Background: an optimization exercise with open tools, aiming at small area and few clock cycles. Do not read the settings as production practice.
Only simulation tests tie the RTL to the original design; equivalence was not proved.
Power is estimated from default activity; no workload was simulated.

== before ==
==> flow/design.v (excerpt) <==
module stepper_shift_frame_composer #(
	parameter int NUM_MOTORS = sfc_pkg::NUM_MOTORS_DEF
) (
	input  logic                          clk,
	input  logic                          arst_n,
	input  logic                          cmd_valid,
	output logic                          cmd_ready,
	input  logic [sfc_pkg::CMD_W-1:0]     cmd_command,
	input  logic [sfc_pkg::MOTOR_W-1:0]   cmd_motor_index,
	input  logic                          cmd_clk_bit,
	input  logic                          cmd_dir_bit,
	input  logic                          cmd_stby_bit,
	output logic                          frame_valid,
	input  logic                          frame_ready,
	output logic [sfc_pkg::WORD_W-1:0]    frame_word,
	output logic [sfc_pkg::WIDX_W-1:0]    frame_word_index,
	output logic                          frame_end_of_frame,
	output logic                          frame_last,
	input  logic                          cfg_valid,
	output logic                          cfg_ready,
	input  logic [sfc_pkg::WORD_W-1:0]    cfg_data
);
	localparam int M = 64;
	localparam logic [1:0] P_F    = 2'd0;
	localparam logic [1:0] P_FN   = 2'd1;
	localparam logic [1:0] P_NFFN = 2'd2;
	localparam logic [1:0] P_NFN  = 2'd3;
	logic [M-1:0] c_clk, c_dir, c_stb;
	logic [M-1:0] s_clk, s_dir, s_stb;
	logic         s_nc;
	logic [M-1:0] mask_q;
	logic         mask_set_q;
	logic [1:0]   init_q;
	logic         busy_q;
	logic [2:0]   wsel_q;    
	logic [1:0]   frm_q;
	logic [1:0]   plan_q;
	logic changed, rise, go, auto_cmd, acc, start, start_idle, last_frame, last_xfer, adv;
	logic is_store, is_clr1, is_clrall, init1, init2;
	logic [1:0] plan_d, frm_nx;
	logic nc_first, nc_sel;
	logic dir_eff;
	assign cfg_ready = 1'b1;
	assign init1 = (init_q == 2'd1);
	assign init2 = (init_q == 2'd2);
	assign changed = |(c_dir ^ s_dir) | |(c_stb ^ s_stb) | (s_nc ? |c_clk : |(c_clk ^ s_clk));
	assign rise = |(c_stb & ~s_stb);
  ...
For scale: ~460 flip-flops, about 20000 sq um of cells after synthesis.
==> flow/config.mk <==
export PLATFORM = sky130hd
export DESIGN_NAME = stepper_shift_frame_composer
export DESIGN_NICKNAME = stepper_shift_frame_composer
export VERILOG_FILES = /design/flow/design.v
export SDC_FILE = /design/flow/constraint.sdc
export NUM_CORES = 4
export LEC_CHECK = 0
export CAP_MARGIN = 20
export CORE_MARGIN = 2
export CORE_UTILIZATION = 60
export SETUP_SLACK_MARGIN = 0.1
export SLEW_MARGIN = 20
==> flow/constraint.sdc <==
create_clock -name core_clock -period 5.0 [get_ports {clk}]
set_input_delay 1.0000 -clock core_clock [delete_from_list [all_inputs] [get_ports {clk}]]
set_output_delay 1.0000 -clock core_clock [all_outputs]
set_load 0.01 [all_outputs]
standard.sh (not shown) runs the stock make flow with config.mk's settings and CLKGATE_MAP_FILE= SYNTH_SCRIPT=/design/flow/synth_recipe.tcl, a recipe that flattens the netlist after the stock synthesis.
==> flow/flow/run.sh <==
#!/bin/bash
# Standard layout with smaller port buffers and a clock tree of clkbuf_8
# buffers without dummy loads.
set -euo pipefail
export BUFFER_PORTS_ARGS="-buffer_cell sky130_fd_sc_hd__buf_1"
export CTS_ARGS="-sink_clustering_enable -repair_clock_nets -dont_use_dummy_load -sink_clustering_size 16 -sink_clustering_max_diameter 50 -buf_list {sky130_fd_sc_hd__clkbuf_8}"
bash standard.sh > make_finish.log 2>&1
Testbench counts of before, summed over its fixed seeds: cycles 9,472.
Here is what was changed in the inputs of after compared with before.
==> flow/flow/run.sh <==
#!/bin/bash
# Standard layout with smaller port buffers and a clock tree of clkbuf_4
# buffers without dummy loads.
set -euo pipefail
export BUFFER_PORTS_ARGS="-buffer_cell sky130_fd_sc_hd__buf_1"
export CTS_ARGS="-sink_clustering_enable -repair_clock_nets -dont_use_dummy_load -sink_clustering_size 10 -sink_clustering_max_diameter 40 -buf_list {sky130_fd_sc_hd__clkbuf_4}"
bash standard.sh > make_finish.log 2>&1
==> run notes <==
Final standard cell utilization of the core: after and before compared, lower one is after
Fraction of standard cell area that is sequential: lower on before
Power consumed by the clock network on after is ahead of before.
after -> before: total count of max-transition violations in the final report delta 0, exact match
Internal power: after lower than before
Total power of after is lower than that of before.

* * *

## tundra
The RTL this note starts from:
==> flow/design.v <==
package sfc_pkg;
	localparam int NUM_MOTORS_DEF = 64;
	localparam int MOTOR_W = 6;
	localparam int CMD_W = 3;
	localparam int WORD_W = 64;
	localparam int WIDX_W = 2;
	localparam int STORE_BITS = 192;
	localparam int FRAME_CNT_W = 3;
	localparam logic [WORD_W-1:0] MASK_RESET = 64'hFFFF_FFFF_FFFF_0000;
	localparam logic KIND_FULL = 1'b0;
	localparam logic KIND_NOCLK = 1'b1;
	typedef enum logic [CMD_W-1:0] {
		CMD_STORE = 3'd0,
		CMD_CLR_ONE = 3'd1,
		CMD_CLR_ALL = 3'd2,
		CMD_SEND = 3'd3,
		CMD_SEND_AUTO = 3'd4,
		CMD_SEND_CHG = 3'd5,
		CMD_SEND_CHG_AUTO = 3'd6
	} cmd_t;
	typedef enum logic {
		ST_IDLE,
		ST_EMIT
	} state_t;
	typedef struct packed {
		logic store;
		logic clr_one;
		logic clr_all;
		logic sent_full;
		logic sent_noclk;
		logic sel_noclk;
		logic [WIDX_W-1:0] word_idx;
	} dp_cmd_t;
	typedef struct packed {
		logic rise;
		logic changed;
	} dp_sts_t;
endpackage
module stepper_shift_frame_composer #(
	parameter int NUM_MOTORS = sfc_pkg::NUM_MOTORS_DEF
) (
	input  logic                          clk,
	input  logic                          arst_n,
	input  logic                          cmd_valid,
	output logic                          cmd_ready,
	input  logic [sfc_pkg::CMD_W-1:0]     cmd_command,
	input  logic [sfc_pkg::MOTOR_W-1:0]   cmd_motor_index,
	input  logic                          cmd_clk_bit,
	input  logic                          cmd_dir_bit,
	input  logic                          cmd_stby_bit,
	output logic                          frame_valid,
	input  logic                          frame_ready,
	output logic [sfc_pkg::WORD_W-1:0]    frame_word,
	output logic [sfc_pkg::WIDX_W-1:0]    frame_word_index,
	output logic                          frame_end_of_frame,
	output logic                          frame_last,
	input  logic                          cfg_valid,
	output logic                          cfg_ready,
	input  logic [sfc_pkg::WORD_W-1:0]    cfg_data
);
	localparam int M = 64;
	localparam logic [1:0] P_F    = 2'd0;
	localparam logic [1:0] P_FN   = 2'd1;
	localparam logic [1:0] P_NFFN = 2'd2;
	localparam logic [1:0] P_NFN  = 2'd3;
	logic [M-1:0] c_clk, c_dir, c_stb;
	logic [M-1:0] s_clk, s_dir, s_stb;
	logic         s_nc;
	logic [M-1:0] mask_q;
	logic         mask_set_q;
	logic [1:0]   init_q;
	logic         busy_q;
	logic [2:0]   wsel_q;    
	logic [1:0]   frm_q;
	logic [1:0]   plan_q;
	logic changed, rise, go, auto_cmd, acc, start, start_idle, last_frame, last_xfer, adv;
	logic is_store, is_clr1, is_clrall, init1, init2;
	logic [1:0] plan_d, frm_nx;
	logic nc_first, nc_sel;
	logic dir_eff;
	assign cfg_ready = 1'b1;
	assign init1 = (init_q == 2'd1);
	assign init2 = (init_q == 2'd2);
	assign changed = |(c_dir ^ s_dir) | |(c_stb ^ s_stb) | (s_nc ? |c_clk : |(c_clk ^ s_clk));
	assign rise = |(c_stb & ~s_stb);
	assign is_store  = (cmd_command == sfc_pkg::CMD_STORE);
	assign is_clr1   = (cmd_command == sfc_pkg::CMD_CLR_ONE);
	assign is_clrall = (cmd_command == sfc_pkg::CMD_CLR_ALL);
	assign auto_cmd  = (cmd_command == sfc_pkg::CMD_SEND_AUTO) || (cmd_command == sfc_pkg::CMD_SEND_CHG_AUTO);
	always_comb begin
		case (cmd_command)
			sfc_pkg::CMD_SEND, sfc_pkg::CMD_SEND_AUTO: go = 1'b1;
			sfc_pkg::CMD_SEND_CHG, sfc_pkg::CMD_SEND_CHG_AUTO: go = changed;
			default: go = 1'b0;
		endcase
		if (!auto_cmd) plan_d = P_F;
		else if (!rise) plan_d = P_FN;
		else if (cmd_command == sfc_pkg::CMD_SEND_AUTO) plan_d = P_NFFN;
		else plan_d = P_NFN;
		nc_first = auto_cmd && rise;
	end
	assign frm_nx = frm_q + 2'd1;
	always_comb begin
		case (plan_q)
			P_F:    begin last_frame = (frm_q == 2'd0); nc_sel = 1'b0; end
			P_FN:   begin last_frame = (frm_q == 2'd1); nc_sel = (frm_q == 2'd1); end
			P_NFFN: begin last_frame = (frm_q == 2'd3); nc_sel = (frm_q == 2'd0) || (frm_q == 2'd3); end
			default: begin last_frame = (frm_q == 2'd2); nc_sel = (frm_q == 2'd0) || (frm_q == 2'd2); end
		endcase
	end
	assign adv = busy_q && frame_ready;
	assign last_xfer = adv && wsel_q[2] && last_frame;
	assign cmd_ready = (init_q == 2'd0) && (!busy_q || !go || last_xfer);
	assign acc = cmd_valid && cmd_ready;
	assign start = acc && go;
	assign start_idle = start && !busy_q;
	assign frame_valid = busy_q || start_idle;
	assign frame_word_index = {wsel_q[2], wsel_q[1]};
	assign frame_end_of_frame = wsel_q[2];
	assign frame_last = wsel_q[2] && last_frame;
	assign dir_eff = cmd_dir_bit ^ (mask_set_q ? mask_q[cmd_motor_index] : (cmd_motor_index[5:4] != 2'd0));
	always_ff @(posedge clk) begin
		if (cfg_valid) mask_q <= cfg_data;
	end
	logic [M-1:0] en_cs, en_d;
	logic clr_g, wr_cs, wr_d, st_c, st_d, st_s;
	assign clr_g = init2 || (acc && is_clrall);
	assign wr_cs = acc && (is_store || is_clr1);
	assign wr_d = acc && is_store;
	assign st_c = wr_d && cmd_clk_bit;
	assign st_d = wr_d && dir_eff;
	assign st_s = wr_d && cmd_stby_bit;
	always_comb begin
		for (int k = 0; k < M; k++) begin
			en_cs[k] = clr_g || (wr_cs && cmd_motor_index == 6'(k));
			en_d[k] = init2 || (wr_d && cmd_motor_index == 6'(k));
		end
	end
	always_ff @(posedge clk) begin
		for (int k = 0; k < M; k++) begin
			if (en_cs[k]) begin
				c_clk[k] <= st_c;
				c_stb[k] <= st_s;
			end
			if (en_d[k]) c_dir[k] <= st_d;
		end
	end
	always_ff @(posedge clk) begin
		if (start || init1) begin
			s_clk <= c_clk;
			s_dir <= c_dir;
			s_stb <= c_stb;
		end
	end
	always_ff @(posedge clk or negedge arst_n) begin
		if (!arst_n) begin
			init_q <= 2'd2;
			s_nc <= 1'b0;
			mask_set_q <= 1'b0;
			busy_q <= 1'b0;
			wsel_q <= 3'b000;
			frm_q <= 2'd0;
			plan_q <= P_F;
		end else begin
			if (init_q != 2'd0) init_q <= init_q - 2'd1;
			if (init1) s_nc <= 1'b0;
			else if (start) s_nc <= auto_cmd;
			if (cfg_valid) mask_set_q <= 1'b1;
			if (start) begin
				busy_q <= 1'b1;
				frm_q <= 2'd0;
				plan_q <= plan_d;
				if (start_idle && frame_ready) wsel_q <= 3'b010;
				else wsel_q <= 3'b001;
			end else begin
				if (last_xfer) begin
					busy_q <= 1'b0;
					wsel_q <= 3'b000;
				end else if (adv) begin
					wsel_q <= {wsel_q[1:0], wsel_q[2]};
					if (wsel_q[2]) frm_q <= frm_nx;
				end
			end
		end
	end
	logic idle_sel, idle_selc;
	assign idle_sel = !busy_q;
	assign idle_selc = !busy_q && !nc_first;
	always_comb begin
		for (int j = 0; j < 64; j++) begin
			case (j % 3)
				0: frame_word[63-j] = c_clk[j / 3] & idle_selc;
				1: frame_word[63-j] = c_dir[j / 3] & idle_sel;
				default: frame_word[63-j] = c_stb[j / 3] & idle_sel;
			endcase
			for (int w = 0; w < 3; w++) begin
				case ((64*w + j) % 3)
					0: frame_word[63-j] = frame_word[63-j] | (s_clk[(64*w + j) / 3] & wsel_q[w] & !nc_sel);
					1: frame_word[63-j] = frame_word[63-j] | (s_dir[(64*w + j) / 3] & wsel_q[w]);
					default: frame_word[63-j] = frame_word[63-j] | (s_stb[(64*w + j) / 3] & wsel_q[w]);
				endcase
			end
		end
	end
endmodule
export LEC_CHECK = 0
export CAP_MARGIN = 20
export CORE_MARGIN = 2
export CORE_UTILIZATION = 70
export SETUP_SLACK_MARGIN = 0.1
export SLEW_MARGIN = 20
create_clock -name core_clock -period 5.0 [get_ports {clk}]
==> flow/flow/run.sh <==
#!/bin/bash
# Standard layout with smaller port buffers and a clock tree with larger
# sink clusters and no dummy loads.
set -euo pipefail
export BUFFER_PORTS_ARGS="-buffer_cell sky130_fd_sc_hd__buf_1"
export CTS_ARGS="-sink_clustering_enable -repair_clock_nets -dont_use_dummy_load -sink_clustering_size 16 -sink_clustering_max_diameter 50 -buf_list {sky130_fd_sc_hd__clkbuf_8}"
bash standard.sh > make_finish.log 2>&1
Testbench counts of tundra, summed over its fixed seeds: cycles 9,472.
Here is what was changed in the inputs of yarrow compared with tundra.
- CORE_UTILIZATION: 70 -> 60
==> comparison <==
Worst path arrival time was higher in the run labelled yarrow. [yarrow vs tundra] total die area: higher in yarrow. Looking at register-to-register slack, yarrow sits 290 ps lower than tundra does. In yarrow, the final area came out about 0.6% above the value in tundra. No stage failed in yarrow, and the final checks on the layout all came back clean. Reported for tundra and yarrow, number of sequential cells in the layout turned out identical to the last digit.
diff inputs: yarrow => harbor
==> flow/flow/run.sh <==
#!/bin/bash
# Standard layout with smaller port buffers and a clock tree of small
# buffers without dummy loads.
set -euo pipefail
export BUFFER_PORTS_ARGS="-buffer_cell sky130_fd_sc_hd__buf_1"
export CTS_ARGS="-sink_clustering_enable -repair_clock_nets -dont_use_dummy_load -sink_clustering_size 10 -sink_clustering_max_diameter 40 -buf_list {sky130_fd_sc_hd__clkbuf_4}"
bash standard.sh > make_finish.log 2>&1
In terms of synthesized cell count, harbor and yarrow differ only marginally. Proportion of cell area occupied by registers (higher): harbor. Static leakage, yarrow and harbor, higher one = yarrow. harbor ends up with higher portion of total power attributed to combinational logic than yarrow does. Across both runs, shortest clock period the worst path allows after layout was lower for harbor than for yarrow. Route | harbor vs yarrow | wire longer in harbor. Final cell count went up slightly going from yarrow to harbor. Between yarrow and harbor, the difference in global-route track usage on met1 is negligible. Taking yarrow as the reference point, the clock-buffer cell count of harbor rises by 35%. Compared with yarrow, in harbor met2 track utilization from global routing comparable; cell internal power dissipation now smaller.

[afterwards: timing with drivers on the ports]
The results above use ideal ports. As a check the final layouts listed here were re-extracted and re-timed, cells and wires unchanged.
Step 1: set_driving_cell puts a clkbuf_16 on clk and a buf_2 on each other input, an assumption about the parent block.
Step 2 adds t to the input delays and takes it off the output delays; t is the mean of the earliest and latest rising clock arrival at the registers after step 1. Input paths then give back, and output paths get back, about the clock's delay inside the block.
a / b / c = no drivers / after step 1 / after step 2; a / b = the first two.
run	t (ns)	setup WS [ns]	worst slew at a driven data input, ns
before	0.651	0.116 / 0.063 / -0.087	0.04
after	0.820	0.148 / 0.092 / 0.085	0.04
tundra	0.619	0.278 / 0.229 / 0.585	0.05
yarrow	0.634	0.067 / 0.015 / 0.048	0.05
harbor	0.861	0.212 / 0.166 / 0.462	0.05
Met with ideal ports but missed after step 2: setup timing in before. The setup slack of before, which loses most, moves by -0.053 ns with the drivers and by -0.203 ns with both steps.
